Background: an optimization exercise with open tools, aiming at small area and a short achievable clock period. Do not read the settings as production practice.
RTL that was checked went through simulation tests only; none was proved equivalent to the original.
Function not checked in runs 2 and 3: the RTL went through the layout flow alone.
Power and IR drop assume default switching activity.

==> flow/design.v, too long to show whole: its modules and the start of the top module <==
// module booth_sd: 65 lines
// module fa_c: 10 lines
// module ha_c: 9 lines
// module sk_bg: 7 lines
// module sk_bh: 7 lines
// module sk_c0: 7 lines
// module sk_gi: 8 lines
// module sk_gn: 8 lines
// module sk_pi: 7 lines
// module sk_pn: 7 lines
// module sk_inv: 6 lines
// module sk_s: 7 lines
// module sk_sn: 7 lines
// module sk_sub: 248 lines
// module sk_lt: 100 lines
// module bbox_top: 3639 lines
module bbox_top #(
    parameter int SIGFIG     = 24,
    parameter int RADIX      = 10,
    parameter int PIPE_DEPTH = 3
) (
    input  logic                clk,
    input  logic                rst_n,
    input  logic [9*SIGFIG-1:0] tri_in,
    input  logic [3*SIGFIG-1:0] color_in,
    input  logic                valid_in,
    input  logic                halt,
    input  logic [2*SIGFIG-1:0] screen,
    input  logic [3:0]          subsample,
    output logic [9*SIGFIG-1:0] tri_out,
    output logic [3*SIGFIG-1:0] color_out,
    output logic [4*SIGFIG-1:0] box_out,
    output logic                valid_out
);
  // ...
==> flow/flow/run.sh <==
#!/bin/bash
# The standard layout (standard.sh, synthesis unchanged), with two changes:
#  - every port still gets its buffer, but a plain buf_1 rather than the delay
#    buffer buffer_ports picks by default; timing repair resizes it as needed
#  - timing repair is asked to leave extra setup slack, so the resizer works
#    on the paths that set the achieved period
set -euo pipefail
bash standard.sh SETUP_SLACK_MARGIN=11.1 TNS_END_PERCENT=50 \
    "BUFFER_PORTS_ARGS=-buffer_cell sky130_fd_sc_hd__buf_1" finish > make_finish.log 2>&1
==> flow/standard.sh <==
#!/bin/bash
# synth_recipe.tcl (not shown) runs the flow's synth.tcl, then flattens the netlist and writes it again
# the make line also repeats each setting of config.mk as NAME=value (left out here)
make -C /OpenROAD-flow-scripts/flow DESIGN_CONFIG=/design/flow/config.mk WORK_HOME=/design/flow/orfs CLKGATE_MAP_FILE= SYNTH_SCRIPT=/design/flow/synth_recipe.tcl "${@:-finish}"
==> flow/config.mk <==
export PLATFORM = sky130hd
export DESIGN_NAME = bbox_top
export DESIGN_NICKNAME = bbox_top
export VERILOG_FILES = /design/flow/design.v
export SDC_FILE = /design/flow/constraint.sdc
export NUM_CORES = 4
export LEC_CHECK = 0
export ABC_CLOCK_PERIOD_IN_PS = 4000
export CAP_MARGIN = 20
export CORE_MARGIN = 2
export CORE_UTILIZATION = 45
export CTS_CLUSTER_DIAMETER = 80
export CTS_CLUSTER_SIZE = 25
export SLEW_MARGIN = 20
export SYNTH_HIERARCHICAL = 1
==> flow/constraint.sdc <==
create_clock -name core_clock -period 15.0 [get_ports {clk}]
set_input_delay 3.0000 -clock core_clock [delete_from_list [all_inputs] [get_ports {clk}]]
set_output_delay 3.0000 -clock core_clock [all_outputs]
set_load 0.01 [all_outputs]
==> impl_metrics.tcl, run 1 <==
set metrics [dict create \
    outcome "timing/DRC/antenna clean" \
    max_freq_ghz 0.224 \
    p_seq_w 0.00605 \
    cp-end-kind "primary output" \
    netSwitchingFraction_pct 42.3 \
    layout_common_cells "edfxtp_1, xnor2_1, a22oi_1" \
    clock_power_w 0.00251 \
    start_util_pct 45.1 \
    inverters 188 \
    hp-start "c1[33]$_DFFE_PN_" \
    reg2reg_depth 19 \
    grt_antenna_before_repair 20 \
    cp-startpoint "t2[74]$_DFFE_PN_" \
    synthSimpleGateAreaFrac_pct 7.00 \
    io_buffers 714 \
    synth_top_family_by_area "adder cells" \
    grt_pass1_vias 56300 \
    critPathBufInv 1 \
    fin_crit_sh_pct 29.8 \
    fin_ws_ps 10530 \
    clkPwrFrac_pct 10.8 \
    placed_area_um2 90700 \
    die_w_um 440 \
    num-multi-input-gates 4361 \
    yosys-top-cells-count "edfxtp_1, xnor2_1, a22oi_1" \
    largest_class "multi-input combinational cells" \
    dp_worst_setup_slack_ps 8370 \
    area_growth_pct 16.7 \
    ctsResizeCount 193 \
    drt_iter0_drc 5796 \
    wl_per_cell_um 27.1 \
    period_minus_slack_ps 4470 \
    power_w 0.0232 \
    post_cts_buffers 29 \
    setup.worst_path.end "tri_out[74]" \
    design.seq.count 1366 \
    cp-start-kind "flip-flop" \
    crit_family "flip-flops" \
    maxPowerGroup "combinational cells" \
    combinationalPowerShare_pct 63.2 \
    fin_area_um2 99900 \
    grtUsageMet3_pct 6.07 \
    die_h_um 440 \
]
==> run 2: changes to the inputs <==
--- a/flow/design.v
+++ b/flow/design.v
@@ -547,30 +547,28 @@
     logic [D-1:0] b1_one_in, b1_two_in, b1_neg_in;
     logic [D-1:0] b2_one_in, b2_two_in, b2_neg_in;
     booth_sd #(.W(W)) bsd1_i (
         .p(pi[1][1]), .q(pi[0][1]), .one(b1_one_in), .two(b1_two_in), .neg(b1_neg_in)
     );
     booth_sd #(.W(W)) bsd2_i (
         .p(pi[2][1]), .q(pi[1][1]), .one(b2_one_in), .two(b2_two_in), .neg(b2_neg_in)
     );
-    logic [1:0] lt02_in, lty_in;
+    logic [1:0] lt02_in;
     sk_lt lt02x_i (.a(pi[0][0]), .b(pi[2][0]), .lt(lt02_in[0]));
     sk_lt lt02y_i (.a(pi[0][1]), .b(pi[2][1]), .lt(lt02_in[1]));
-    sk_lt lt01y_i (.a(pi[0][1]), .b(pi[1][1]), .lt(lty_in[0]));
-    sk_lt lt12y_i (.a(pi[1][1]), .b(pi[2][1]), .lt(lty_in[1]));
     logic [9*W-1:0] t0, t1, t2;
     logic [3*W-1:0] c0, c1, c2;
     logic [2*W-1:0] scr0, scr1;
     logic [1:0]     k0, k1;
     logic           v0, v1, v2;
     logic [W:0]     ma1, ma2;
     logic [D-1:0]   b1_one, b1_two, b1_neg;
     logic [D-1:0]   b2_one, b2_two, b2_neg;
-    logic [1:0]     lt02_0, lty0;
+    logic [1:0]     lt02_0;
     logic [5:0]     lt0;
     logic pp1_0_0;
     logic pp1_0_1;
     logic pp1_0_2;
     logic pp1_0_3;
     logic pp1_0_4;
     logic pp1_0_5;
     logic pp1_0_6;
@@ -2364,23 +2362,110 @@
     logic as1794;
     logic ac1795;
     logic as1796;
     logic ac1797;
     logic as1798;
     logic ac1799;
     logic as1800;
     logic ac1801;
+    logic as1802;
+    logic ac1803;
+    logic as1804;
+    logic ac1805;
+    logic as1806;
+    logic ac1807;
+    logic as1808;
+    logic ac1809;
+    logic as1810;
+    logic ac1811;
+    logic as1812;
+    logic ac1813;
+    logic as1814;
+    logic ac1815;
+    logic as1816;
+    logic ac1817;
+    logic as1818;
+    logic ac1819;
+    logic as1820;
+    logic ac1821;
+    logic as1822;
+    logic ac1823;
+    logic as1824;
+    logic ac1825;
+    logic as1826;
+    logic ac1827;
+    logic as1828;
+    logic ac1829;
+    logic as1830;
+    logic ac1831;
+    logic as1832;
+    logic ac1833;
+    logic as1834;
+    logic ac1835;
+    logic as1836;
+    logic ac1837;
+    logic as1838;
+    logic ac1839;
+    logic as1840;
+    logic ac1841;
+    logic as1842;
+    logic ac1843;
+    logic as1844;
+    logic ac1845;
+    logic as1846;
+    logic ac1847;
+    logic as1848;
+    logic ac1849;
+    logic as1850;
+    logic ac1851;
+    logic as1852;
+    logic ac1853;
+    logic as1854;
+    logic ac1855;
+    logic as1856;
+    logic ac1857;
+    logic as1858;
+    logic ac1859;
+    logic as1860;
+    logic ac1861;
+    logic as1862;
+    logic ac1863;
+    logic as1864;
+    logic ac1865;
+    logic as1866;
+    logic ac1867;
+    logic as1868;
+    logic ac1869;
+    logic as1870;
+    logic ac1871;
+    logic as1872;
+    logic ac1873;
+    logic as1874;
+    logic ac1875;
+    logic as1876;
+    logic ac1877;
+    logic as1878;
+    logic ac1879;
+    logic as1880;
+    logic ac1881;
+    logic as1882;
+    logic ac1883;
+    logic as1884;
+    logic ac1885;
+    logic as1886;
+    logic ac1887;
+    logic as1888;
+    logic ac1889;
     logic [43:0] row0_a, row0_1;
     logic [43:0] row1_a, row1_1;
     logic [43:0] row2_a, row2_1;
-    logic [43:0] row3_a, row3_1;
     logic [6-1:0]  lowa_a, lowb_a;
     logic [6:0]    lowsum_a;
-    logic [2-1:0] xcar_a, xcar_1;
+    logic [1-1:0] xcar_a, xcar_1;
     logic            cin_a, cin_1;
     assign pp1_0_0 = (b1_one[0] & ma1[0]) ^ b1_neg[0];
     assign pp1_0_1 = ((b1_one[0] & ma1[1]) | (b1_two[0] & ma1[0])) ^ b1_neg[0];
     assign pp1_0_2 = ((b1_one[0] & ma1[2]) | (b1_two[0] & ma1[1])) ^ b1_neg[0];
     assign pp1_0_3 = ((b1_one[0] & ma1[3]) | (b1_two[0] & ma1[2])) ^ b1_neg[0];
     assign pp1_0_4 = ((b1_one[0] & ma1[4]) | (b1_two[0] & ma1[3])) ^ b1_neg[0];
     assign pp1_0_5 = ((b1_one[0] & ma1[5]) | (b1_two[0] & ma1[4])) ^ b1_neg[0];
     assign pp1_0_6 = ((b1_one[0] & ma1[6]) | (b1_two[0] & ma1[5])) ^ b1_neg[0];
@@ -3605,31 +3690,96 @@
     fa_c u_afa1776 (.a(pp1_12_22), .b(pp2_11_24), .c(pp2_12_22), .s(as1774), .co(ac1775));
     fa_c u_afa1778 (.a(~pp1_11_25), .b(pp1_12_23), .c(~pp2_11_25), .s(as1776), .co(ac1777));
     ha_c u_aha1780 (.a(pp2_12_23), .b(1'b1), .s(as1778), .co(ac1779));
     ha_c u_aha1782 (.a(pp1_0_0), .b(b1_neg[0]), .s(as1780), .co(ac1781));
     ha_c u_aha1784 (.a(as1600), .b(pp2_0_2), .s(as1782), .co(ac1783));
     fa_c u_afa1786 (.a(ac1601), .b(as1602), .c(pp2_0_3), .s(as1784), .co(ac1785));
     fa_c u_afa1788 (.a(ac1603), .b(as1604), .c(as1606), .s(as1786), .co(ac1787));
     fa_c u_afa1790 (.a(ac1605), .b(ac1607), .c(as1608), .s(as1788), .co(ac1789));
-    ha_c u_aha1792 (.a(as1780), .b(pp2_0_0), .s(as1790), .co(ac1791));
-    fa_c u_afa1794 (.a(ac1781), .b(pp1_0_1), .c(pp2_0_1), .s(as1792), .co(ac1793));
-    fa_c u_afa1796 (.a(as1782), .b(pp2_1_0), .c(b2_neg[1]), .s(as1794), .co(ac1795));
-    fa_c u_afa1798 (.a(ac1783), .b(as1784), .c(pp2_1_1), .s(as1796), .co(ac1797));
-    fa_c u_afa1800 (.a(ac1785), .b(as1786), .c(b2_neg[2]), .s(as1798), .co(ac1799));
-    fa_c u_afa1802 (.a(ac1787), .b(as1788), .c(as1610), .s(as1800), .co(ac1801));
-    assign row0_a = {~pp1_12_25, ac1777, ac1773, ac1769, ac1765, ac1761, ac1757, ac1753, ac1749, ac1745, ac1741, ac1737, ac1733, ac1729, ac1725, ac1721, ac1717, ac1713, ac1709, ac1705, ac1701, ac1697, ac1693, ac1689, ac1685, ac1681, ac1677, ac1673, ac1669, ac1665, ac1661, ac1657, ac1653, ac1649, ac1645, ac1641, ac1637, ac1633, ac1629, ac1625, ac1621, ac1617, ac1613, ac1609};
-    assign row1_a = {~pp2_12_25, ac1779, ac1775, ac1771, ac1767, ac1763, ac1759, ac1755, ac1751, ac1747, ac1743, ac1739, ac1735, ac1731, ac1727, ac1723, ac1719, ac1715, ac1711, ac1707, ac1703, ac1699, ac1695, ac1691, ac1687, ac1683, ac1679, ac1675, ac1671, ac1667, ac1663, ac1659, ac1655, ac1651, ac1647, ac1643, ac1639, ac1635, ac1631, ac1627, ac1623, ac1619, ac1615, ac1611};
-    assign row2_a = {1'b1, pp1_12_24, as1776, as1772, as1768, as1764, as1760, as1756, as1752, as1748, as1744, as1740, as1736, as1732, as1728, as1724, as1720, as1716, as1712, as1708, as1704, as1700, as1696, as1692, as1688, as1684, as1680, as1676, as1672, as1668, as1664, as1660, as1656, as1652, as1648, as1644, as1640, as1636, as1632, as1628, as1624, as1620, as1616, as1612};
-    assign row3_a = {1'b0, pp2_12_24, as1778, as1774, as1770, as1766, as1762, as1758, as1754, as1750, as1746, as1742, as1738, as1734, as1730, as1726, as1722, as1718, as1714, as1710, as1706, as1702, as1698, as1694, as1690, as1686, as1682, as1678, as1674, as1670, as1666, as1662, as1658, as1654, as1650, as1646, as1642, as1638, as1634, as1630, as1626, as1622, as1618, as1614};
-    assign lowa_a = {ac1799, ac1797, ac1795, ac1793, ac1791, as1790};
-    assign lowb_a = {as1800, as1798, as1796, as1794, as1792, b2_neg[0]};
-    assign xcar_a = {ac1801, ac1789};
+    fa_c u_afa1792 (.a(ac1609), .b(ac1611), .c(as1612), .s(as1790), .co(ac1791));
+    fa_c u_afa1794 (.a(ac1613), .b(ac1615), .c(as1616), .s(as1792), .co(ac1793));
+    fa_c u_afa1796 (.a(ac1617), .b(ac1619), .c(as1620), .s(as1794), .co(ac1795));
+    fa_c u_afa1798 (.a(ac1621), .b(ac1623), .c(as1624), .s(as1796), .co(ac1797));
+    fa_c u_afa1800 (.a(ac1625), .b(ac1627), .c(as1628), .s(as1798), .co(ac1799));
+    fa_c u_afa1802 (.a(ac1629), .b(ac1631), .c(as1632), .s(as1800), .co(ac1801));
+    fa_c u_afa1804 (.a(ac1633), .b(ac1635), .c(as1636), .s(as1802), .co(ac1803));
+    fa_c u_afa1806 (.a(ac1637), .b(ac1639), .c(as1640), .s(as1804), .co(ac1805));
+    fa_c u_afa1808 (.a(ac1641), .b(ac1643), .c(as1644), .s(as1806), .co(ac1807));
+    fa_c u_afa1810 (.a(ac1645), .b(ac1647), .c(as1648), .s(as1808), .co(ac1809));
+    fa_c u_afa1812 (.a(ac1649), .b(ac1651), .c(as1652), .s(as1810), .co(ac1811));
+    fa_c u_afa1814 (.a(ac1653), .b(ac1655), .c(as1656), .s(as1812), .co(ac1813));
+    fa_c u_afa1816 (.a(ac1657), .b(ac1659), .c(as1660), .s(as1814), .co(ac1815));
+    fa_c u_afa1818 (.a(ac1661), .b(ac1663), .c(as1664), .s(as1816), .co(ac1817));
+    fa_c u_afa1820 (.a(ac1665), .b(ac1667), .c(as1668), .s(as1818), .co(ac1819));
+    fa_c u_afa1822 (.a(ac1669), .b(ac1671), .c(as1672), .s(as1820), .co(ac1821));
+    fa_c u_afa1824 (.a(ac1673), .b(ac1675), .c(as1676), .s(as1822), .co(ac1823));
+    fa_c u_afa1826 (.a(ac1677), .b(ac1679), .c(as1680), .s(as1824), .co(ac1825));
+    fa_c u_afa1828 (.a(ac1681), .b(ac1683), .c(as1684), .s(as1826), .co(ac1827));
+    fa_c u_afa1830 (.a(ac1685), .b(ac1687), .c(as1688), .s(as1828), .co(ac1829));
+    fa_c u_afa1832 (.a(ac1689), .b(ac1691), .c(as1692), .s(as1830), .co(ac1831));
+    fa_c u_afa1834 (.a(ac1693), .b(ac1695), .c(as1696), .s(as1832), .co(ac1833));
+    fa_c u_afa1836 (.a(ac1697), .b(ac1699), .c(as1700), .s(as1834), .co(ac1835));
+    fa_c u_afa1838 (.a(ac1701), .b(ac1703), .c(as1704), .s(as1836), .co(ac1837));
+    fa_c u_afa1840 (.a(ac1705), .b(ac1707), .c(as1708), .s(as1838), .co(ac1839));
+    fa_c u_afa1842 (.a(ac1709), .b(ac1711), .c(as1712), .s(as1840), .co(ac1841));
+    fa_c u_afa1844 (.a(ac1713), .b(ac1715), .c(as1716), .s(as1842), .co(ac1843));
+    fa_c u_afa1846 (.a(ac1717), .b(ac1719), .c(as1720), .s(as1844), .co(ac1845));
+    fa_c u_afa1848 (.a(ac1721), .b(ac1723), .c(as1724), .s(as1846), .co(ac1847));
+    fa_c u_afa1850 (.a(ac1725), .b(ac1727), .c(as1728), .s(as1848), .co(ac1849));
+    fa_c u_afa1852 (.a(ac1729), .b(ac1731), .c(as1732), .s(as1850), .co(ac1851));
+    fa_c u_afa1854 (.a(ac1733), .b(ac1735), .c(as1736), .s(as1852), .co(ac1853));
+    fa_c u_afa1856 (.a(ac1737), .b(ac1739), .c(as1740), .s(as1854), .co(ac1855));
+    fa_c u_afa1858 (.a(ac1741), .b(ac1743), .c(as1744), .s(as1856), .co(ac1857));
+    fa_c u_afa1860 (.a(ac1745), .b(ac1747), .c(as1748), .s(as1858), .co(ac1859));
+    fa_c u_afa1862 (.a(ac1749), .b(ac1751), .c(as1752), .s(as1860), .co(ac1861));
+    fa_c u_afa1864 (.a(ac1753), .b(ac1755), .c(as1756), .s(as1862), .co(ac1863));
+    fa_c u_afa1866 (.a(ac1757), .b(ac1759), .c(as1760), .s(as1864), .co(ac1865));
+    fa_c u_afa1868 (.a(ac1761), .b(ac1763), .c(as1764), .s(as1866), .co(ac1867));
+    fa_c u_afa1870 (.a(ac1765), .b(ac1767), .c(as1768), .s(as1868), .co(ac1869));
+    fa_c u_afa1872 (.a(ac1769), .b(ac1771), .c(as1772), .s(as1870), .co(ac1871));
+    fa_c u_afa1874 (.a(ac1773), .b(ac1775), .c(as1776), .s(as1872), .co(ac1873));
+    fa_c u_afa1876 (.a(ac1777), .b(ac1779), .c(pp1_12_24), .s(as1874), .co(ac1875));
+    ha_c u_aha1878 (.a(~pp1_12_25), .b(~pp2_12_25), .s(as1876), .co(ac1877));
+    ha_c u_aha1880 (.a(as1780), .b(pp2_0_0), .s(as1878), .co(ac1879));
+    fa_c u_afa1882 (.a(ac1781), .b(pp1_0_1), .c(pp2_0_1), .s(as1880), .co(ac1881));
+    fa_c u_afa1884 (.a(as1782), .b(pp2_1_0), .c(b2_neg[1]), .s(as1882), .co(ac1883));
+    fa_c u_afa1886 (.a(ac1783), .b(as1784), .c(pp2_1_1), .s(as1884), .co(ac1885));
+    fa_c u_afa1888 (.a(ac1785), .b(as1786), .c(b2_neg[2]), .s(as1886), .co(ac1887));
+    fa_c u_afa1890 (.a(ac1787), .b(as1788), .c(as1610), .s(as1888), .co(ac1889));
+    assign row0_a = {ac1875, ac1873, ac1871, ac1869, ac1867, ac1865, ac1863, ac1861, ac1859, ac1857, ac1855, ac1853, ac1851, ac1849, ac1847, ac1845, ac1843, ac1841, ac1839, ac1837, ac1835, ac1833, ac1831, ac1829, ac1827, ac1825, ac1823, ac1821, ac1819, ac1817, ac1815, ac1813, ac1811, ac1809, ac1807, ac1805, ac1803, ac1801, ac1799, ac1797, ac1795, ac1793, ac1791, ac1789};
+    assign row1_a = {as1876, as1874, as1872, as1870, as1868, as1866, as1864, as1862, as1860, as1858, as1856, as1854, as1852, as1850, as1848, as1846, as1844, as1842, as1840, as1838, as1836, as1834, as1832, as1830, as1828, as1826, as1824, as1822, as1820, as1818, as1816, as1814, as1812, as1810, as1808, as1806, as1804, as1802, as1800, as1798, as1796, as1794, as1792, as1790};
+    assign row2_a = {1'b1, pp2_12_24, as1778, as1774, as1770, as1766, as1762, as1758, as1754, as1750, as1746, as1742, as1738, as1734, as1730, as1726, as1722, as1718, as1714, as1710, as1706, as1702, as1698, as1694, as1690, as1686, as1682, as1678, as1674, as1670, as1666, as1662, as1658, as1654, as1650, as1646, as1642, as1638, as1634, as1630, as1626, as1622, as1618, as1614};
+    assign lowa_a = {ac1887, ac1885, ac1883, ac1881, ac1879, as1878};
+    assign lowb_a = {as1888, as1886, as1884, as1882, as1880, b2_neg[0]};
+    assign xcar_a = {ac1889};
     assign lowsum_a = {1'b0, lowa_a} + {1'b0, lowb_a};
     assign cin_a    = lowsum_a[6];
+    logic [1:0] lty0;
+    logic [15:0] tnz [2][5];
+    logic [15:0] tsg [2][5];
+    always_comb begin
+        for (int k = 0; k < 16; k++) begin
+            tnz[0][0][k] = (k < D) ? (b1_one[k] | b1_two[k]) : 1'b0;
+            tsg[0][0][k] = (k < D) ? b1_neg[k] : 1'b0;
+            tnz[1][0][k] = (k < D) ? (b2_one[k] | b2_two[k]) : 1'b0;
+            tsg[1][0][k] = (k < D) ? b2_neg[k] : 1'b0;
+        end
+        for (int m = 0; m < 2; m++) begin
+            for (int l = 0; l < 4; l++) begin
+                tnz[m][l+1] = '0;
+                tsg[m][l+1] = '0;
+                for (int k = 0; k < (16 >> (l + 1)); k++) begin
+                    tnz[m][l+1][k] = tnz[m][l][2*k+1] | tnz[m][l][2*k];
+                    tsg[m][l+1][k] = tnz[m][l][2*k+1] ? tsg[m][l][2*k+1] : tsg[m][l][2*k];
+                end
+            end
+            lty0[m] = tnz[m][4][0] & ~tsg[m][4][0];
+        end
+    end
     always_comb begin
         lt0[0] = ma2[W];                  
         lt0[1] = lt02_0[0];
         lt0[2] = !ma1[W] && (|ma1);       
         lt0[3] = lty0[0];
         lt0[4] = lt02_0[1];
         lt0[5] = lty0[1];
     end
@@ -3837,105 +3987,19 @@
     logic bs170;
     logic bc171;
     logic bs172;
     logic bc173;
     logic bs174;
     logic bc175;
     logic bs176;
     logic bc177;
-    logic bs178;
-    logic bc179;
-    logic bs180;
-    logic bc181;
-    logic bs182;
-    logic bc183;
-    logic bs184;
-    logic bc185;
-    logic bs186;
-    logic bc187;
-    logic bs188;
-    logic bc189;
-    logic bs190;
-    logic bc191;
-    logic bs192;
-    logic bc193;
-    logic bs194;
-    logic bc195;
-    logic bs196;
-    logic bc197;
-    logic bs198;
-    logic bc199;
-    logic bs200;
-    logic bc201;
-    logic bs202;
-    logic bc203;
-    logic bs204;
-    logic bc205;
-    logic bs206;
-    logic bc207;
-    logic bs208;
-    logic bc209;
-    logic bs210;
-    logic bc211;
-    logic bs212;
-    logic bc213;
-    logic bs214;
-    logic bc215;
-    logic bs216;
-    logic bc217;
-    logic bs218;
-    logic bc219;
-    logic bs220;
-    logic bc221;
-    logic bs222;
-    logic bc223;
-    logic bs224;
-    logic bc225;
-    logic bs226;
-    logic bc227;
-    logic bs228;
-    logic bc229;
-    logic bs230;
-    logic bc231;
-    logic bs232;
-    logic bc233;
-    logic bs234;
-    logic bc235;
-    logic bs236;
-    logic bc237;
-    logic bs238;
-    logic bc239;
-    logic bs240;
-    logic bc241;
-    logic bs242;
-    logic bc243;
-    logic bs244;
-    logic bc245;
-    logic bs246;
-    logic bc247;
-    logic bs248;
-    logic bc249;
-    logic bs250;
-    logic bc251;
-    logic bs252;
-    logic bc253;
-    logic bs254;
-    logic bc255;
-    logic bs256;
-    logic bc257;
-    logic bs258;
-    logic bc259;
-    logic bs260;
-    logic bc261;
-    logic bs262;
-    logic bc263;
     logic [44-1:0] suma_b, sumb_b, hsum_b;
     ha_c u_bha2 (.a(row0_1[0]), .b(row1_1[0]), .s(bs0), .co(bc1));
-    fa_c u_bfa4 (.a(bs0), .b(row2_1[0]), .c(row3_1[0]), .s(bs2), .co(bc3));
+    ha_c u_bha4 (.a(bs0), .b(row2_1[0]), .s(bs2), .co(bc3));
     fa_c u_bfa6 (.a(bc1), .b(row0_1[1]), .c(row1_1[1]), .s(bs4), .co(bc5));
     ha_c u_bha8 (.a(row0_1[2]), .b(row1_1[2]), .s(bs6), .co(bc7));
     ha_c u_bha10 (.a(row0_1[3]), .b(row1_1[3]), .s(bs8), .co(bc9));
     ha_c u_bha12 (.a(row0_1[4]), .b(row1_1[4]), .s(bs10), .co(bc11));
     ha_c u_bha14 (.a(row0_1[5]), .b(row1_1[5]), .s(bs12), .co(bc13));
     ha_c u_bha16 (.a(row0_1[6]), .b(row1_1[6]), .s(bs14), .co(bc15));
     ha_c u_bha18 (.a(row0_1[7]), .b(row1_1[7]), .s(bs16), .co(bc17));
     ha_c u_bha20 (.a(row0_1[8]), .b(row1_1[8]), .s(bs18), .co(bc19));
@@ -3968,106 +4032,63 @@
     ha_c u_bha74 (.a(row0_1[35]), .b(row1_1[35]), .s(bs72), .co(bc73));
     ha_c u_bha76 (.a(row0_1[36]), .b(row1_1[36]), .s(bs74), .co(bc75));
     ha_c u_bha78 (.a(row0_1[37]), .b(row1_1[37]), .s(bs76), .co(bc77));
     ha_c u_bha80 (.a(row0_1[38]), .b(row1_1[38]), .s(bs78), .co(bc79));
     ha_c u_bha82 (.a(row0_1[39]), .b(row1_1[39]), .s(bs80), .co(bc81));
     ha_c u_bha84 (.a(row0_1[40]), .b(row1_1[40]), .s(bs82), .co(bc83));
     ha_c u_bha86 (.a(row0_1[41]), .b(row1_1[41]), .s(bs84), .co(bc85));
     ha_c u_bha88 (.a(row0_1[42]), .b(row1_1[42]), .s(bs86), .co(bc87));
-    ha_c u_bha90 (.a(bs2), .b(cin_1), .s(bs88), .co(bc89));
-    fa_c u_bfa92 (.a(bc3), .b(bs4), .c(row2_1[1]), .s(bs90), .co(bc91));
-    fa_c u_bfa94 (.a(bc5), .b(bs6), .c(row2_1[2]), .s(bs92), .co(bc93));
-    fa_c u_bfa96 (.a(bc7), .b(bs8), .c(row2_1[3]), .s(bs94), .co(bc95));
-    fa_c u_bfa98 (.a(bc9), .b(bs10), .c(row2_1[4]), .s(bs96), .co(bc97));
-    fa_c u_bfa100 (.a(bc11), .b(bs12), .c(row2_1[5]), .s(bs98), .co(bc99));
-    fa_c u_bfa102 (.a(bc13), .b(bs14), .c(row2_1[6]), .s(bs100), .co(bc101));
-    fa_c u_bfa104 (.a(bc15), .b(bs16), .c(row2_1[7]), .s(bs102), .co(bc103));
-    fa_c u_bfa106 (.a(bc17), .b(bs18), .c(row2_1[8]), .s(bs104), .co(bc105));
-    fa_c u_bfa108 (.a(bc19), .b(bs20), .c(row2_1[9]), .s(bs106), .co(bc107));
-    fa_c u_bfa110 (.a(bc21), .b(bs22), .c(row2_1[10]), .s(bs108), .co(bc109));
-    fa_c u_bfa112 (.a(bc23), .b(bs24), .c(row2_1[11]), .s(bs110), .co(bc111));
-    fa_c u_bfa114 (.a(bc25), .b(bs26), .c(row2_1[12]), .s(bs112), .co(bc113));
-    fa_c u_bfa116 (.a(bc27), .b(bs28), .c(row2_1[13]), .s(bs114), .co(bc115));
-    fa_c u_bfa118 (.a(bc29), .b(bs30), .c(row2_1[14]), .s(bs116), .co(bc117));
-    fa_c u_bfa120 (.a(bc31), .b(bs32), .c(row2_1[15]), .s(bs118), .co(bc119));
-    fa_c u_bfa122 (.a(bc33), .b(bs34), .c(row2_1[16]), .s(bs120), .co(bc121));
-    fa_c u_bfa124 (.a(bc35), .b(bs36), .c(row2_1[17]), .s(bs122), .co(bc123));
-    fa_c u_bfa126 (.a(bc37), .b(bs38), .c(row2_1[18]), .s(bs124), .co(bc125));
-    fa_c u_bfa128 (.a(bc39), .b(bs40), .c(row2_1[19]), .s(bs126), .co(bc127));
-    fa_c u_bfa130 (.a(bc41), .b(bs42), .c(row2_1[20]), .s(bs128), .co(bc129));
-    fa_c u_bfa132 (.a(bc43), .b(bs44), .c(row2_1[21]), .s(bs130), .co(bc131));
-    fa_c u_bfa134 (.a(bc45), .b(bs46), .c(row2_1[22]), .s(bs132), .co(bc133));
-    fa_c u_bfa136 (.a(bc47), .b(bs48), .c(row2_1[23]), .s(bs134), .co(bc135));
-    fa_c u_bfa138 (.a(bc49), .b(bs50), .c(row2_1[24]), .s(bs136), .co(bc137));
-    fa_c u_bfa140 (.a(bc51), .b(bs52), .c(row2_1[25]), .s(bs138), .co(bc139));
-    fa_c u_bfa142 (.a(bc53), .b(bs54), .c(row2_1[26]), .s(bs140), .co(bc141));
-    fa_c u_bfa144 (.a(bc55), .b(bs56), .c(row2_1[27]), .s(bs142), .co(bc143));
-    fa_c u_bfa146 (.a(bc57), .b(bs58), .c(row2_1[28]), .s(bs144), .co(bc145));
-    fa_c u_bfa148 (.a(bc59), .b(bs60), .c(row2_1[29]), .s(bs146), .co(bc147));
-    fa_c u_bfa150 (.a(bc61), .b(bs62), .c(row2_1[30]), .s(bs148), .co(bc149));
-    fa_c u_bfa152 (.a(bc63), .b(bs64), .c(row2_1[31]), .s(bs150), .co(bc151));
-    fa_c u_bfa154 (.a(bc65), .b(bs66), .c(row2_1[32]), .s(bs152), .co(bc153));
-    fa_c u_bfa156 (.a(bc67), .b(bs68), .c(row2_1[33]), .s(bs154), .co(bc155));
-    fa_c u_bfa158 (.a(bc69), .b(bs70), .c(row2_1[34]), .s(bs156), .co(bc157));
-    fa_c u_bfa160 (.a(bc71), .b(bs72), .c(row2_1[35]), .s(bs158), .co(bc159));
-    fa_c u_bfa162 (.a(bc73), .b(bs74), .c(row2_1[36]), .s(bs160), .co(bc161));
-    fa_c u_bfa164 (.a(bc75), .b(bs76), .c(row2_1[37]), .s(bs162), .co(bc163));
-    fa_c u_bfa166 (.a(bc77), .b(bs78), .c(row2_1[38]), .s(bs164), .co(bc165));
-    fa_c u_bfa168 (.a(bc79), .b(bs80), .c(row2_1[39]), .s(bs166), .co(bc167));
-    fa_c u_bfa170 (.a(bc81), .b(bs82), .c(row2_1[40]), .s(bs168), .co(bc169));
-    fa_c u_bfa172 (.a(bc83), .b(bs84), .c(row2_1[41]), .s(bs170), .co(bc171));
-    fa_c u_bfa174 (.a(bc85), .b(bs86), .c(row2_1[42]), .s(bs172), .co(bc173));
-    fa_c u_bfa176 (.a(bc87), .b(row0_1[43]), .c(row1_1[43]), .s(bs174), .co(bc175));
-    ha_c u_bha178 (.a(bs88), .b(xcar_1[0]), .s(bs176), .co(bc177));
-    fa_c u_bfa180 (.a(bc89), .b(bs90), .c(row3_1[1]), .s(bs178), .co(bc179));
-    fa_c u_bfa182 (.a(bc91), .b(bs92), .c(row3_1[2]), .s(bs180), .co(bc181));
-    fa_c u_bfa184 (.a(bc93), .b(bs94), .c(row3_1[3]), .s(bs182), .co(bc183));
-    fa_c u_bfa186 (.a(bc95), .b(bs96), .c(row3_1[4]), .s(bs184), .co(bc185));
-    fa_c u_bfa188 (.a(bc97), .b(bs98), .c(row3_1[5]), .s(bs186), .co(bc187));
-    fa_c u_bfa190 (.a(bc99), .b(bs100), .c(row3_1[6]), .s(bs188), .co(bc189));
-    fa_c u_bfa192 (.a(bc101), .b(bs102), .c(row3_1[7]), .s(bs190), .co(bc191));
-    fa_c u_bfa194 (.a(bc103), .b(bs104), .c(row3_1[8]), .s(bs192), .co(bc193));
-    fa_c u_bfa196 (.a(bc105), .b(bs106), .c(row3_1[9]), .s(bs194), .co(bc195));
-    fa_c u_bfa198 (.a(bc107), .b(bs108), .c(row3_1[10]), .s(bs196), .co(bc197));
-    fa_c u_bfa200 (.a(bc109), .b(bs110), .c(row3_1[11]), .s(bs198), .co(bc199));
-    fa_c u_bfa202 (.a(bc111), .b(bs112), .c(row3_1[12]), .s(bs200), .co(bc201));
-    fa_c u_bfa204 (.a(bc113), .b(bs114), .c(row3_1[13]), .s(bs202), .co(bc203));
-    fa_c u_bfa206 (.a(bc115), .b(bs116), .c(row3_1[14]), .s(bs204), .co(bc205));
-    fa_c u_bfa208 (.a(bc117), .b(bs118), .c(row3_1[15]), .s(bs206), .co(bc207));
-    fa_c u_bfa210 (.a(bc119), .b(bs120), .c(row3_1[16]), .s(bs208), .co(bc209));
-    fa_c u_bfa212 (.a(bc121), .b(bs122), .c(row3_1[17]), .s(bs210), .co(bc211));
-    fa_c u_bfa214 (.a(bc123), .b(bs124), .c(row3_1[18]), .s(bs212), .co(bc213));
-    fa_c u_bfa216 (.a(bc125), .b(bs126), .c(row3_1[19]), .s(bs214), .co(bc215));
-    fa_c u_bfa218 (.a(bc127), .b(bs128), .c(row3_1[20]), .s(bs216), .co(bc217));
-    fa_c u_bfa220 (.a(bc129), .b(bs130), .c(row3_1[21]), .s(bs218), .co(bc219));
-    fa_c u_bfa222 (.a(bc131), .b(bs132), .c(row3_1[22]), .s(bs220), .co(bc221));
-    fa_c u_bfa224 (.a(bc133), .b(bs134), .c(row3_1[23]), .s(bs222), .co(bc223));
-    fa_c u_bfa226 (.a(bc135), .b(bs136), .c(row3_1[24]), .s(bs224), .co(bc225));
-    fa_c u_bfa228 (.a(bc137), .b(bs138), .c(row3_1[25]), .s(bs226), .co(bc227));
-    fa_c u_bfa230 (.a(bc139), .b(bs140), .c(row3_1[26]), .s(bs228), .co(bc229));
-    fa_c u_bfa232 (.a(bc141), .b(bs142), .c(row3_1[27]), .s(bs230), .co(bc231));
-    fa_c u_bfa234 (.a(bc143), .b(bs144), .c(row3_1[28]), .s(bs232), .co(bc233));
-    fa_c u_bfa236 (.a(bc145), .b(bs146), .c(row3_1[29]), .s(bs234), .co(bc235));
-    fa_c u_bfa238 (.a(bc147), .b(bs148), .c(row3_1[30]), .s(bs236), .co(bc237));
-    fa_c u_bfa240 (.a(bc149), .b(bs150), .c(row3_1[31]), .s(bs238), .co(bc239));
-    fa_c u_bfa242 (.a(bc151), .b(bs152), .c(row3_1[32]), .s(bs240), .co(bc241));
-    fa_c u_bfa244 (.a(bc153), .b(bs154), .c(row3_1[33]), .s(bs242), .co(bc243));
-    fa_c u_bfa246 (.a(bc155), .b(bs156), .c(row3_1[34]), .s(bs244), .co(bc245));
-    fa_c u_bfa248 (.a(bc157), .b(bs158), .c(row3_1[35]), .s(bs246), .co(bc247));
-    fa_c u_bfa250 (.a(bc159), .b(bs160), .c(row3_1[36]), .s(bs248), .co(bc249));
-    fa_c u_bfa252 (.a(bc161), .b(bs162), .c(row3_1[37]), .s(bs250), .co(bc251));
-    fa_c u_bfa254 (.a(bc163), .b(bs164), .c(row3_1[38]), .s(bs252), .co(bc253));
-    fa_c u_bfa256 (.a(bc165), .b(bs166), .c(row3_1[39]), .s(bs254), .co(bc255));
-    fa_c u_bfa258 (.a(bc167), .b(bs168), .c(row3_1[40]), .s(bs256), .co(bc257));
-    fa_c u_bfa260 (.a(bc169), .b(bs170), .c(row3_1[41]), .s(bs258), .co(bc259));
-    fa_c u_bfa262 (.a(bc171), .b(bs172), .c(row3_1[42]), .s(bs260), .co(bc261));
-    fa_c u_bfa264 (.a(bc173), .b(bs174), .c(row2_1[43]), .s(bs262), .co(bc263));
-    assign suma_b = {bc261, bc259, bc257, bc255, bc253, bc251, bc249, bc247, bc245, bc243, bc241, bc239, bc237, bc235, bc233, bc231, bc229, bc227, bc225, bc223, bc221, bc219, bc217, bc215, bc213, bc211, bc209, bc207, bc205, bc203, bc201, bc199, bc197, bc195, bc193, bc191, bc189, bc187, bc185, bc183, bc181, bc179, bc177, bs176};
-    assign sumb_b = {bs262, bs260, bs258, bs256, bs254, bs252, bs250, bs248, bs246, bs244, bs242, bs240, bs238, bs236, bs234, bs232, bs230, bs228, bs226, bs224, bs222, bs220, bs218, bs216, bs214, bs212, bs210, bs208, bs206, bs204, bs202, bs200, bs198, bs196, bs194, bs192, bs190, bs188, bs186, bs184, bs182, bs180, bs178, xcar_1[1]};
+    ha_c u_bha90 (.a(row0_1[43]), .b(row1_1[43]), .s(bs88), .co(bc89));
+    ha_c u_bha92 (.a(bs2), .b(cin_1), .s(bs90), .co(bc91));
+    fa_c u_bfa94 (.a(bc3), .b(bs4), .c(row2_1[1]), .s(bs92), .co(bc93));
+    fa_c u_bfa96 (.a(bc5), .b(bs6), .c(row2_1[2]), .s(bs94), .co(bc95));
+    fa_c u_bfa98 (.a(bc7), .b(bs8), .c(row2_1[3]), .s(bs96), .co(bc97));
+    fa_c u_bfa100 (.a(bc9), .b(bs10), .c(row2_1[4]), .s(bs98), .co(bc99));
+    fa_c u_bfa102 (.a(bc11), .b(bs12), .c(row2_1[5]), .s(bs100), .co(bc101));
+    fa_c u_bfa104 (.a(bc13), .b(bs14), .c(row2_1[6]), .s(bs102), .co(bc103));
+    fa_c u_bfa106 (.a(bc15), .b(bs16), .c(row2_1[7]), .s(bs104), .co(bc105));
+    fa_c u_bfa108 (.a(bc17), .b(bs18), .c(row2_1[8]), .s(bs106), .co(bc107));
+    fa_c u_bfa110 (.a(bc19), .b(bs20), .c(row2_1[9]), .s(bs108), .co(bc109));
+    fa_c u_bfa112 (.a(bc21), .b(bs22), .c(row2_1[10]), .s(bs110), .co(bc111));
+    fa_c u_bfa114 (.a(bc23), .b(bs24), .c(row2_1[11]), .s(bs112), .co(bc113));
+    fa_c u_bfa116 (.a(bc25), .b(bs26), .c(row2_1[12]), .s(bs114), .co(bc115));
+    fa_c u_bfa118 (.a(bc27), .b(bs28), .c(row2_1[13]), .s(bs116), .co(bc117));
+    fa_c u_bfa120 (.a(bc29), .b(bs30), .c(row2_1[14]), .s(bs118), .co(bc119));
+    fa_c u_bfa122 (.a(bc31), .b(bs32), .c(row2_1[15]), .s(bs120), .co(bc121));
+    fa_c u_bfa124 (.a(bc33), .b(bs34), .c(row2_1[16]), .s(bs122), .co(bc123));
+    fa_c u_bfa126 (.a(bc35), .b(bs36), .c(row2_1[17]), .s(bs124), .co(bc125));
+    fa_c u_bfa128 (.a(bc37), .b(bs38), .c(row2_1[18]), .s(bs126), .co(bc127));
+    fa_c u_bfa130 (.a(bc39), .b(bs40), .c(row2_1[19]), .s(bs128), .co(bc129));
+    fa_c u_bfa132 (.a(bc41), .b(bs42), .c(row2_1[20]), .s(bs130), .co(bc131));
+    fa_c u_bfa134 (.a(bc43), .b(bs44), .c(row2_1[21]), .s(bs132), .co(bc133));
+    fa_c u_bfa136 (.a(bc45), .b(bs46), .c(row2_1[22]), .s(bs134), .co(bc135));
+    fa_c u_bfa138 (.a(bc47), .b(bs48), .c(row2_1[23]), .s(bs136), .co(bc137));
+    fa_c u_bfa140 (.a(bc49), .b(bs50), .c(row2_1[24]), .s(bs138), .co(bc139));
+    fa_c u_bfa142 (.a(bc51), .b(bs52), .c(row2_1[25]), .s(bs140), .co(bc141));
+    fa_c u_bfa144 (.a(bc53), .b(bs54), .c(row2_1[26]), .s(bs142), .co(bc143));
+    fa_c u_bfa146 (.a(bc55), .b(bs56), .c(row2_1[27]), .s(bs144), .co(bc145));
+    fa_c u_bfa148 (.a(bc57), .b(bs58), .c(row2_1[28]), .s(bs146), .co(bc147));
+    fa_c u_bfa150 (.a(bc59), .b(bs60), .c(row2_1[29]), .s(bs148), .co(bc149));
+    fa_c u_bfa152 (.a(bc61), .b(bs62), .c(row2_1[30]), .s(bs150), .co(bc151));
+    fa_c u_bfa154 (.a(bc63), .b(bs64), .c(row2_1[31]), .s(bs152), .co(bc153));
+    fa_c u_bfa156 (.a(bc65), .b(bs66), .c(row2_1[32]), .s(bs154), .co(bc155));
+    fa_c u_bfa158 (.a(bc67), .b(bs68), .c(row2_1[33]), .s(bs156), .co(bc157));
+    fa_c u_bfa160 (.a(bc69), .b(bs70), .c(row2_1[34]), .s(bs158), .co(bc159));
+    fa_c u_bfa162 (.a(bc71), .b(bs72), .c(row2_1[35]), .s(bs160), .co(bc161));
+    fa_c u_bfa164 (.a(bc73), .b(bs74), .c(row2_1[36]), .s(bs162), .co(bc163));
+    fa_c u_bfa166 (.a(bc75), .b(bs76), .c(row2_1[37]), .s(bs164), .co(bc165));
+    fa_c u_bfa168 (.a(bc77), .b(bs78), .c(row2_1[38]), .s(bs166), .co(bc167));
+    fa_c u_bfa170 (.a(bc79), .b(bs80), .c(row2_1[39]), .s(bs168), .co(bc169));
+    fa_c u_bfa172 (.a(bc81), .b(bs82), .c(row2_1[40]), .s(bs170), .co(bc171));
+    fa_c u_bfa174 (.a(bc83), .b(bs84), .c(row2_1[41]), .s(bs172), .co(bc173));
+    fa_c u_bfa176 (.a(bc85), .b(bs86), .c(row2_1[42]), .s(bs174), .co(bc175));
+    fa_c u_bfa178 (.a(bc87), .b(bs88), .c(row2_1[43]), .s(bs176), .co(bc177));
+    assign suma_b = {bc175, bc173, bc171, bc169, bc167, bc165, bc163, bc161, bc159, bc157, bc155, bc153, bc151, bc149, bc147, bc145, bc143, bc141, bc139, bc137, bc135, bc133, bc131, bc129, bc127, bc125, bc123, bc121, bc119, bc117, bc115, bc113, bc111, bc109, bc107, bc105, bc103, bc101, bc99, bc97, bc95, bc93, bc91, bs90};
+    assign sumb_b = {bs176, bs174, bs172, bs170, bs168, bs166, bs164, bs162, bs160, bs158, bs156, bs154, bs152, bs150, bs148, bs146, bs144, bs142, bs140, bs138, bs136, bs134, bs132, bs130, bs128, bs126, bs124, bs122, bs120, bs118, bs116, bs114, bs112, bs110, bs108, bs106, bs104, bs102, bs100, bs98, bs96, bs94, bs92, xcar_1[0]};
     assign hsum_b = suma_b + sumb_b;
     logic backface_b;
     assign backface_b = hsum_b[44-1];
     logic [W-1:0] mask_b;
     coord_t lo_b [2];
     coord_t ll_b [2];
     coord_t hi_b [2];
     coord_t hisn_b [2];
@@ -4114,24 +4135,22 @@
             ma2       <= ma2_in;
             b1_one    <= b1_one_in;
             b1_two    <= b1_two_in;
             b1_neg    <= b1_neg_in;
             b2_one    <= b2_one_in;
             b2_two    <= b2_two_in;
             b2_neg    <= b2_neg_in;
             lt02_0    <= lt02_in;
-            lty0      <= lty_in;
             t1        <= t0;
             c1        <= c0;
             k1        <= k0;
             row0_1 <= row0_a;
             row1_1 <= row1_a;
             row2_1 <= row2_a;
-            row3_1 <= row3_a;
             cin_1     <= cin_a;
             xcar_1    <= xcar_a;
             scr1      <= scr0;
             hisel1[0] <= hisel[0];
             hisel1[1] <= hisel[1];
             losel1[0] <= losel[0];
             losel1[1] <= losel[1];
             t2        <= t1;
==> flow/flow/run.sh (replaced) <==
#!/bin/bash
# The standard layout (standard.sh, synthesis unchanged), with two changes:
#  - every port still gets its buffer, but a plain buf_1 rather than the delay
#    buffer buffer_ports picks by default; timing repair resizes it as needed
#  - timing repair is asked to leave extra setup slack, so the resizer works
#    on the paths that set the achieved period
set -euo pipefail
bash standard.sh SETUP_SLACK_MARGIN=11.1 TNS_END_PERCENT=30 \
    "BUFFER_PORTS_ARGS=-buffer_cell sky130_fd_sc_hd__buf_1" finish > make_finish.log 2>&1
==> run 2 against run 1 <==
Sequential power grew 0.8%. Combinational power grew 12%. Power grew 8.0%. First-iteration DRC count grew 0.64%. Worst hold slack lost 2.7 ps. Setup slack lost 23 ps. Count of clock-buffer cells in the layout grew 7. Via count shrank 1.3%. Register-to-register slack lost 280 ps. Core utilization grew 0.15 points. Routed wire length grew 1.5%. Highest routed layer unchanged.
==> impl_metrics.tcl, run 2 <==
set metrics [dict create \
    outcome "timing/DRC/antenna clean" \
    syn_avg_cell_area_um2 13.4 \
    synthCells 6156 \
    top_regs "t0: 216 flops, t1: 216 flops, t2: 216 flops" \
    worst-path-max-fanout 7 \
    clk_latency_ps 770 \
    hpwlAfterDp_mm 169 \
    cts_tree "done" \
    placement_rows 157 \
    pwr_density_cell_nw_per_um2 260 \
    fin_util_pct 52.8 \
    drive_gt1_share_pct 23.3 \
    setup.worst_path.end "row1_1[24]$_DFFE_PN_" \
    clockBufferDepth 3 \
    combinationalPowerShare_pct 65.4 \
    fin_crit_sh_pct 29.9 \
    cp-start-kind "flip-flop" \
    tns_ps 0 \
    period_minus_slack_ps 4490 \
    clkPwrFrac_pct 10.2 \
    path_clk_slew_ps 90 \
    yosys-top-cells-count "edfxtp_1, xnor2_1, a22oi_1" \
    drc 0 \
    cts_inserted_buffers 82 \
    via_per_inst 5.99 \
    overflow 0 \
    synth_xor_area_share_pct 9.29 \
    netSwitchingFraction_pct 41.5 \
    clock_sinks 1320 \
    p_switching_w 0.0104 \
    fin_skew_ps 56.3 \
    synth_fa_ha_area_share_pct 18.8 \
    ys_seq_elements 1320 \
    synth_area_leaders "edfxtp_1, fa_1, xnor2_1, a22oi_1, ha_1" \
    path_class "reg2reg" \
    yosysTopAreaCellShare_pct 47.8 \
    io_buffers 714 \
    whs_path_depth 0 \
    hold_violations 0 \
    fin_nets 8011 \
    dr.pass1.iters 8 \
    io_pins 729 \
    start_util_pct 45.2 \
    gp_congestion 0.890 \
    grt_pass1_vias 55600 \
    layout_commonest_cell "edfxtp_1" \
    tightest_slew_ps 1120 \
    cp-startpoint "ma1[19]$_DFFE_PN_" \
    synthSimpleGateAreaFrac_pct 6.06 \
    power.leakage_nw 35.2 \
    synth_mux_area_share_pct 1.31 \
    syn_area_um2 82700 \
    min_path_type "reg2reg" \
    ff2ff_setup_slack_ps 10510 \
    reg2reg_from "ma1[19]$_DFFE_PN_" \
    grt_max_degree 132 \
    synth_cell_types 84 \
    synth_compound_area_share_pct 13.1 \
    intPower_w 0.0147 \
    wl_per_cell_um 28.2 \
    drt_iter0_drc 5833 \
    timing.slew.headroom_pct 25.0 \
    synth_top_family_by_area "adder cells" \
    maxCapViolations 0 \
    setup_viol 0 \
    grt_pass1_wl_mm 375 \
    ant_nets 0 \
    grt_antenna_before_repair 42 \
    htreeDepth 3 \
    synth-edff-count 1317 \
    yosysTopAreaCell "edfxtp_1" \
    area_growth_pct 16.8 \
    max_freq_ghz 0.223 \
    layout_common_cells "edfxtp_1, xnor2_1, a22oi_1" \
    die_h_um 433 \
    cp-end-kind "flip-flop" \
    vias 55900 \
    synth_seq_area_share_pct 47.9 \
    reg2reg_depth 10 \
    grt_usage_pct 27.2 \
    rr_endpoint "row1_1[24]$_DFFE_PN_" \
    die_w_um 433 \
    drv_slew 0 \
    p_seq_share_pct 24.3 \
    worstPathArrival_ps 4980 \
    synth_top_flop_cell "edfxtp_1" \
    die_area_um2 187000 \
    postCtsHoldBufs 0 \
    core-area_um2 183000 \
    worstPathRequired_ps 15490 \
    cts_root_buffer "clkbuf_16" \
    synth.most_common_cell "edfxtp_1" \
    ir_drop_mv 0.408 \
    ys_warn_count 43 \
    drt_wl_total_mm 263 \
    rsz0062_at_grt "true" \
    async_reset_ff_share_pct 0.227 \
]
[run 2: worst min-delay path by stage]
stage,start,endpoint
after global routing,t1[53]$_DFFE_PN_,t2[53]$_DFFE_PN_
after floorplan,c0[0]$_DFFE_PN_,c1[0]$_DFFE_PN_
after CTS,t0[58]$_DFFE_PN_,t1[58]$_DFFE_PN_
after detailed placement,c0[54]$_DFFE_PN_,c1[54]$_DFFE_PN_
final,c1[40]$_DFFE_PN_,c2[40]$_DFFE_PN_
after global placement,t0[56]$_DFFE_PN_,t1[56]$_DFFE_PN_
[run 2: cell families (layout without fill, tap and decap cells)]
kind of cell | count (synthesis) | count (layout)
other | 4 | 52
adders and majority gates | 875 | 875
DFF | 1320 | 1320
AOI/OAI and AO/OA | 1456 | 1457
xor gates and xnor gates | 878 | 878
buffers and inverters | 695 | 1359
and+or+nand+nor | 824 | 826
muxes | 104 | 104
[run 2: Yosys stat by module (local to each module, per instance), excerpt]
module,area [µm²],flops+latches
bbox_top,57500,1320
fa_c,20.0,0
ha_c,12.5,0
sk_bg,13.8,0
sk_c0,6.26,0
sk_gi,8.76,0
sk_gn,5.00,0
sk_pi,3.75,0
sk_s,8.76,0
sk_sn,8.76,0
sk_sub,3.75,0
[run 2: critical path: stages, from the launching register on]
cell and delay (ps):
edfxtp_1 530, buf_6 210, clkbuf_16 170, a22oi_2 210, xnor2_2 170, fa_2 500
fa_2 600, fa_1 460, fa_2 370, fa_2 560, fa_1 430
[run 2: layout make-up]
| class | instances | area, µm² |
|---|---|---|
| multi-input cells | 4171 | 42500 |
| repair inverters | 2 | 12.5 |
| diodes | 21 | 52.6 |
| inverters | 205 | 773 |
| clock inverters | 48 | 756 |
| flip-flops and latches | 1320 | 39600 |
| clock buffers | 94 | 2120 |
| fillers | 15200 | 86300 |
| repair buffers | 1010 | 7730 |
| well taps | 2464 | 3080 |
[run 2: power groups by stage]
stage	sequential [W]	combinational, W	clock, W
floorplan	0.00626	0.00982	0
global placement	0.00619	0.0143	0
detailed placement	0.00618	0.0148	0
CTS	0.00610	0.0151	0.00263
global route	0.00615	0.0182	0.00274
finish	0.00610	0.0164	0.00257
[run 2: per-stage QoR]
step | cell area, µm² | power (W) | setup WS [ps] | cells | hold WS (ps)
6_report | 96600 | 0.0251 | 10510 | 9335 | 401
3_5_place_dp | 87800 | 0.0210 | 8850 | 9029 | 405
5_1_grt | 96600 | 0.0270 | 10480 | 9323 | 419
2_1_floorplan | 82900 | 0.0161 | -8030 | 6183 | 400
3_3_place_gp | 87700 | 0.0205 | 8940 | 9020 | 400
4_1_cts | 93300 | 0.0238 | 10470 | 9256 | 408
[run 2: per-layer routing]
metal  global-route usage [%]  routed length, µm  vias to the layer above
met2                     43.2             121000                     3416
li1                         -                  -                    23500
met1                     34.5              98200                    28100
met3                     8.10              30200                      823
met5                    0.156                442                        -
met4                     11.5              13800                       48
[run 2: repair_timing]
| action | CTS | global route |
|---|---|---|
| gates cloned | 31 | 15 |
| buffers inserted | 54 | 43 |
| gates resized for setup | 271 | 990 |
| pin swaps | 44 | 196 |
| setup endpoints to repair | 1888 | 1519 |
==> run 3: changes to the inputs <==
==> flow/flow/run.sh (replaced) <==
#!/bin/bash
# The standard layout (standard.sh, synthesis unchanged), with three changes:
#  - every port still gets its buffer, but a plain buf_1 rather than the delay
#    buffer buffer_ports picks by default; timing repair resizes it as needed
#  - timing repair up to clock tree synthesis is asked to leave extra setup
#    slack, so the resizer works on the paths that set the achieved period
#  - after global routing, timing repair only fixes real violations
set -euo pipefail
PORTS="BUFFER_PORTS_ARGS=-buffer_cell sky130_fd_sc_hd__buf_1"
bash standard.sh SETUP_SLACK_MARGIN=11.1 TNS_END_PERCENT=30 "$PORTS" cts > make_cts.log 2>&1
bash standard.sh "$PORTS" finish > make_finish.log 2>&1
--- a/flow/config.mk
+++ b/flow/config.mk
@@ -9,5 +9,5 @@
 export CAP_MARGIN = 20
 export CORE_MARGIN = 2
-export CORE_UTILIZATION = 45
+export CORE_UTILIZATION = 55
 export CTS_CLUSTER_DIAMETER = 80
 export CTS_CLUSTER_SIZE = 25
==> run 3 against run 2 <==
Worst hold slack worse by 46 ps. Die area down 18%. Largest power group unchanged. Still clean on timing, DRC and antenna. Cell count down 5.9%. Final area down 4.5%. Largest cell class unchanged. Core utilization up 8.9 points. Clock skew up 19 ps. Clock power down 6%.
==> impl_metrics.tcl, run 3 <==
set metrics [dict create \
    ff2ff_setup_slack_ps 10500 \
    max_freq_ghz 0.222 \
    syn_avg_cell_area_um2 13.4 \
    min_path_type "reg2reg" \
    clockBufferDepth 3 \
    power.leakage_nw 33.1 \
    fin_util_pct 61.7 \
    io_buffers 714 \
    grt_pass1_wl_mm 354 \
    start_util_pct 55.3 \
    worstPathRequired_ps 15490 \
    die_area_um2 154000 \
    slowest_stage "fa_1" \
    clock_sinks 1320 \
    path_cells "buf_4 > a22oi_1 > xnor2_1 > fa_1 > fa_1 > fa_1 > fa_1 > fa_1 > fa_1" \
    ant_nets 0 \
    die_h_um 392 \
    die_w_um 392 \
    ir_drop_mv 0.333 \
    dr.pass1.iters 7 \
    gp_congestion 0.887 \
    grt_pass1_vias 53600 \
    yosysTopAreaCellShare_pct 47.8 \
    async_reset_ff_share_pct 0.227 \
    max_stage_delay_ps 590 \
    syn_area_um2 82700 \
    reg2reg_depth 9 \
    path_class "reg2reg" \
    path_clk_slew_ps 90 \
    worstPathArrival_ps 5000 \
    timing.slew.headroom_pct 29.3 \
    grt_max_degree 105 \
    overflow 0 \
    synth.most_common_cell "edfxtp_1" \
    synth_seq_area_share_pct 47.9 \
    htreeDepth 3 \
    maxCapViolations 0 \
    ys_seq_elements 1320 \
    cp-start-kind "flip-flop" \
    yosys-top-cells-count "edfxtp_1, xnor2_1, a22oi_1" \
    worst-path-max-fanout 26 \
    core-area_um2 150000 \
    cp-startpoint "ma2[23]$_DFFE_PN_" \
    setup_viol 0 \
    p_seq_share_pct 25.4 \
    rr_endpoint "row1_1[19]$_DFFE_PN_" \
    drc 0 \
    cts_tree "done" \
    pwr_density_cell_nw_per_um2 260 \
    clk_latency_ps 760 \
    layout_commonest_cell "edfxtp_1" \
    hold_violations 0 \
    p_switching_w 0.0102 \
    area_growth_pct 11.5 \
    finalNonFillerCells 8787 \
    intPower_w 0.0138 \
    synth_area_leaders "edfxtp_1, fa_1, xnor2_1, a22oi_1, ha_1" \
    outcome "timing/DRC/antenna clean" \
    combinationalPowerShare_pct 64.6 \
    tns_ps 0 \
    cpMostUsedCell "fa_1" \
    reg2reg_from "ma2[23]$_DFFE_PN_" \
    whs_path_depth 0 \
    top_regs "t0: 216 flops, t1: 216 flops, t2: 216 flops" \
    hpwlAfterDp_mm 167 \
    dp_cells 8579 \
    fin_nets 7926 \
    tightest_slew_ps 1060 \
    clkPwrFrac_pct 10.0 \
    synth_top_flop_cell "edfxtp_1" \
    grt_antenna_before_repair 33 \
    io_pins 729 \
    wl_per_cell_um 27.5 \
    placement_rows 142 \
    yosysTopAreaCell "edfxtp_1" \
    cp-end-kind "flip-flop" \
    drt_wl_total_mm 242 \
    netSwitchingFraction_pct 42.4 \
    fin_crit_sh_pct 30.0 \
    layout_common_cells "edfxtp_1, xnor2_1, a22oi_1" \
    via_per_inst 6.12 \
    synthCells 6156 \
    fin_skew_ps 74.9 \
    grt_usage_pct 31.3 \
    drt_iter0_drc 5106 \
    rsz0062_at_grt "false" \
    synth-edff-count 1317 \
    ys_warn_count 43 \
    min_to "c2[37]$_DFFE_PN_" \
    drive_gt1_share_pct 12.9 \
    cts_inserted_buffers 79 \
    hp-start "c1[37]$_DFFE_PN_" \
    synth_cell_types 84 \
    vias 53800 \
    fillCellCount 11800 \
    period_minus_slack_ps 4500 \
    cts_root_buffer "clkbuf_16" \
    drv_slew 0 \
]
-- run 3: critical path: cells and delay by family (launching register included) --
family | cells | cell delay (ps)
buffers and inverters | 1 | 390
adder cells (fa/ha/maj) | 6 | 2910
XOR/XNOR | 1 | 380
AO/OA/AOI/OAI | 1 | 160
flip-flops | 1 | 360
-- run 3: routing by layer --
layer | part of all wire (%) | GRT usage, %
met1 | 39 | 41.0
met2 | 48 | 51.4
met3 | 9.2 | 7.60
met4 | 3.4 | 10.0
met5 | 0.097 | 0
-- run 3: power groups by stage --
| stage | registers (W) | logic [W] | clock network [W] |
|---|---|---|---|
| 6_report | 0.00608 | 0.0155 | 0.00241 |
| 5_1_grt | 0.00613 | 0.0173 | 0.00257 |
| 4_1_cts | 0.00609 | 0.0154 | 0.00246 |
| 3_5_place_dp | 0.00617 | 0.0152 | 0 |
| 3_3_place_gp | 0.00616 | 0.0148 | 0 |
| 2_1_floorplan | 0.00626 | 0.00982 | 0 |
-- run 3: per-module statistics from Yosys (local to each module, per instance), excerpt --
module,times used,area (µm²)
sk_bg,138,13.8
sk_sub,2,3.75
sk_inv,40,3.75
sk_pn,38,3.75
sk_s,28,8.76
fa_c,613,20.0
ha_c,83,12.5
sk_gn,72,5.00
sk_sn,24,8.76
sk_bh,146,8.76
-- run 3: logic make-up (layout without fill, tap and decap cells) --
kind of cell / after synthesis / after routing / synth area share [%]
compound gates: 1456 / 1456 / 13.1
xor+xnor: 878 / 878 / 9.29
fa+ha+maj: 875 / 875 / 18.8
buf+inv: 695 / 1267 / 3.51
flops: 1320 / 1320 / 47.9
mux: 104 / 104 / 1.31
other cells: 4 / 45 / 0.0181
simple gates: 824 / 826 / 6.06
-- run 3: how the worst max path moves through the flow --
stage                                      end  slack (ps)  cells after the start
after floorplan            b1_neg[0]$_DFFE_PN_       -8030                      1
after global placement        t1[20]$_DFFE_PN_        8520                      5
after detailed placement    scr0[20]$_DFFE_PN_        8480                      5
after CTS                         tri_out[136]       10560                      1
after global routing            v1$_DFFE_PN0N_       10330                     19
final                     row1_1[19]$_DFFE_PN_       10500                      9
-- run 3: metrics by stage --
stage	instance area, µm²	total power, W	setup slack (ps)	hold slack, ps
2_1_floorplan	82900	0.0161	-8030	400
3_3_place_gp	87100	0.0209	8520	400
3_5_place_dp	87100	0.0213	8480	405
4_1_cts	92200	0.0240	10560	350
5_1_grt	92300	0.0260	10330	344
6_report	92300	0.0240	10500	355
-- run 3: layout make-up --
type | instances | area [µm²] | share of cell area, %
clock inverter | 39 | 584 | 0.633
antenna | 14 | 35.0 | 0.0380
tap | 2016 | 2520 | 2.73
timing repair buffer | 931 | 5400 | 5.85
clock buffer | 92 | 2040 | 2.21
multi-input combinational | 4170 | 41300 | 44.8
inverter | 205 | 773 | 0.838
sequential | 1320 | 39600 | 42.9
-- run 3: what timing repair did --
action | in CTS | in global routing
hold endpoints to repair | 0 | 0
gates resized for setup | 304 | 0
buffers inserted | 40 | 0
setup endpoints to repair | 1813 | 0
hold buffers | 0 | 0

## afterwards: timing with drivers on the ports
No port has a modelled driver above. Below, the same layouts with a new extraction and two added sets of constraints.
Step 1, drivers: a clkbuf_16 drives clk and a buf_2 each remaining input, both assumed.
Step 2 times the ports against the registers' clock, not the clock port: input delays grow and output delays shrink by t, the midpoint of the rising clock arrivals with the driver on.
Slacks: ideal ports / drivers / drivers and shift; pairs: ideal ports / drivers.
| run | t (ns) | slack for setup (ns) | hold WS [ns] | latest minus earliest clock arrival (ns) | worst register clock-pin slew, ns |
|---|---|---|---|---|---|
| run 1 | 0.820 | 10.531 / 10.447 / 10.166 | 0.404 / 0.404 / 0.404 | 0.066 / 0.066 | 0.10 / 0.10 |
| run 2 | 0.826 | 10.509 / 10.481 / 9.900 | 0.401 / 0.401 / 0.401 | 0.066 / 0.066 | 0.10 / 0.10 |
| run 3 | 0.814 | 10.495 / 10.489 / 9.846 | 0.355 / 0.355 / 0.355 | 0.087 / 0.087 | 0.10 / 0.10 |
After both steps every run listed still meets setup and hold. For run 3, which loses most, drivers alone change the setup slack by -0.006 ns; drivers and shift together by -0.649 ns.
